From an optimization exercise on the open Yosys and OpenROAD flow, aimed at small area, a short achievable clock period and few clock cycles per item; shortcuts taken in it are not production practice.
RTL that was checked went through simulation tests only; none was proved equivalent to the original.
Power and IR drop assume default switching activity.

Setup of v3:
Design mb_booth_mult32, start of the top module:
module mb_booth_mult32 (
    input  logic          clk,
    input  logic          rst,
    input  logic          in_valid,
    input  logic [mb_pkg::N-1:0]  a,
    input  logic [mb_pkg::N-1:0]  b,
    output logic          out_valid,
    output logic [63:0]   product
);
    logic [mb_pkg::N:0]          a_ext_s;
    logic [3*mb_pkg::DIGITS-1:0] digit_d, digit_q;
    logic [mb_pkg::N-1:0]        b_q;
    logic                        v0_q;
    assign a_ext_s = {a, 1'b0};
    for (genvar g = 0; g < mb_pkg::DIGITS; g++) begin : g_enc
        mb_digit_enc u_enc (.trip(a_ext_s[2*g+2 -: 3]), .digit(digit_d[3*g +: 3]));
    end
    always_ff @(posedge clk) begin
        digit_q <= digit_d;
        b_q     <= b;
        v0_q    <= in_valid & ~rst;
    end
    logic [mb_pkg::PPW-1:0] pp_s [mb_pkg::DIGITS];
    logic [mb_pkg::DIGITS-1:0] neg_s;
    logic [mb_pkg::N:0] b_ext_s, b_sh_s;
    assign b_ext_s = {b_q[mb_pkg::N-1], b_q};
    assign b_sh_s  = {b_q, 1'b0};
    always_comb begin
        for (int g = 0; g < mb_pkg::DIGITS; g++) begin
  ...
make LEC_CHECK=0 CAP_MARGIN=20 CORE_MARGIN=2 CORE_UTILIZATION=40 SLEW_MARGIN=20 SYNTH_HIERARCHICAL=1 finish   # period 10.0 ns
run.sh (not shown) runs the stock make flow with config.mk's settings and CLKGATE_MAP_FILE= SYNTH_SCRIPT=/design/flow/synth_recipe.tcl, a recipe that flattens the netlist after the stock synthesis.
Testbench counts of v3, summed over its fixed seeds: cycles 160,016, items 160,000.
Modified inputs, v4 compared to v3
--- a/flow/design.v
+++ b/flow/design.v
@@ -69,29 +69,45 @@
     assign a_ext_s = {a, 1'b0};
     for (genvar g = 0; g < mb_pkg::DIGITS; g++) begin : g_enc
         mb_digit_enc u_enc (.trip(a_ext_s[2*g+2 -: 3]), .digit(digit_d[3*g +: 3]));
     end
     always_ff @(posedge clk) begin
         digit_q <= digit_d;
         b_q     <= b;
         v0_q    <= in_valid & ~rst;
     end
     logic [mb_pkg::PPW-1:0] pp_s [mb_pkg::DIGITS];
     logic [mb_pkg::DIGITS-1:0] neg_s;
-    logic [mb_pkg::N:0] b_ext_s, b_sh_s;
-    assign b_ext_s = {b_q[mb_pkg::N-1], b_q};
-    assign b_sh_s  = {b_q, 1'b0};
+    logic [3*mb_pkg::DIGITS-1:0] digitn_q;
+    logic [mb_pkg::N-1:0]        bn_q;
+    always_ff @(posedge clk) begin
+        digitn_q <= ~digit_d;
+        bn_q     <= ~b;
+    end
+    logic [mb_pkg::N:0] b_ext_s, b_sh_s, bh_ext_s, bh_sh_s;
+    logic [3*mb_pkg::DIGITS-1:0] digith_s;
+    assign b_ext_s  = {b_q[mb_pkg::N-1], b_q};
+    assign b_sh_s   = {b_q, 1'b0};
+    assign bh_ext_s = ~{bn_q[mb_pkg::N-1], bn_q};
+    assign bh_sh_s  = {~bn_q, 1'b0};
+    assign digith_s = ~digitn_q;
     always_comb begin
         for (int g = 0; g < mb_pkg::DIGITS; g++) begin
             for (int j = 0; j <= mb_pkg::N; j++) begin
-                pp_s[g][j] = ((digit_q[3*g+1] & b_ext_s[j]) | (digit_q[3*g] & b_sh_s[j])) ^ digit_q[3*g+2];
+                if (j < 17) begin
+                    pp_s[g][j] = ((digit_q[3*g+1] & (g < 8 ? b_ext_s[j] : bh_ext_s[j]))
+                                | (digit_q[3*g] & (g < 8 ? b_sh_s[j] : bh_sh_s[j]))) ^ digit_q[3*g+2];
+                end else begin
+                    pp_s[g][j] = ((digith_s[3*g+1] & (g < 8 ? b_ext_s[j] : bh_ext_s[j]))
+                                | (digith_s[3*g] & (g < 8 ? b_sh_s[j] : bh_sh_s[j]))) ^ digith_s[3*g+2];
+                end
             end
             pp_s[g][mb_pkg::N] = ~pp_s[g][mb_pkg::N];
             neg_s[g] = digit_q[3*g+2];
         end
     end
     logic s1;
     logic c2;
     logic s3;
     logic c4;
     logic s5;
     logic c6;
--- outcome ---
- In v4, growth of design area from synthesis to finish is lower than in v3.
- Diff v3 -> v4: met3 capacity usage during global routing shows a reduction of 2.3 points, highest achievable clock rate shows a reduction of about 1.2%, total die area shows an increase of 4600 um2.
- As of v4, flip-flop and latch count had risen by more than a quarter compared to v3.
- v4 vs v3: proportion of power drawn by flip-flops and latches up
- In the flow results for v3 and v4, the share of synthesized cell area in and, or, nand and nor gates is smaller on v3.
- Diff v3 -> v4 | x dimension of the die | up by a few percent
- Comparing the two runs side by side, v4 comes out behind v3 on minimum clock period.
- Per the comparison of v4 with v3, final clock period utilization by the worst path moved up, flip-flop and latch share of the layout cell area rose by 3.6 points.
- Stage delay of the slowest cell on the critical path delta for v4 relative to v3: 0.47 ns lower
- Of v3 and v4, v4 shows the lower worst hold slack, with v3 above it.
No functional check of the RTL was part of v4.

==> re-timing with driven ports <==
No port has a modelled driver above. Below, the same layouts with a new extraction and two added sets of constraints. Step 1 (the two cells are an assumption about what drives the block):
set clk [get_ports {clk}]
set_driving_cell -lib_cell sky130_fd_sc_hd__clkbuf_16 $clk
set_driving_cell -lib_cell sky130_fd_sc_hd__buf_2 [delete_from_list [all_inputs] $clk]
Step 2 times the ports against the registers' clock, not the clock port: input delays grow and output delays shrink by t, the midpoint of the rising clock arrivals with the driver on. Slacks: ideal / step 1 / step 2; pairs: ideal / step 1.
run	shift t [ns]	setup slack, ns	slew at the worst register clock pin (ns)
v3	0.611	5.848 / 5.848 / 5.848	0.06 / 0.06
v4	0.636	5.799 / 5.799 / 5.799	0.07 / 0.07
After both steps setup and hold are still met in every run listed.
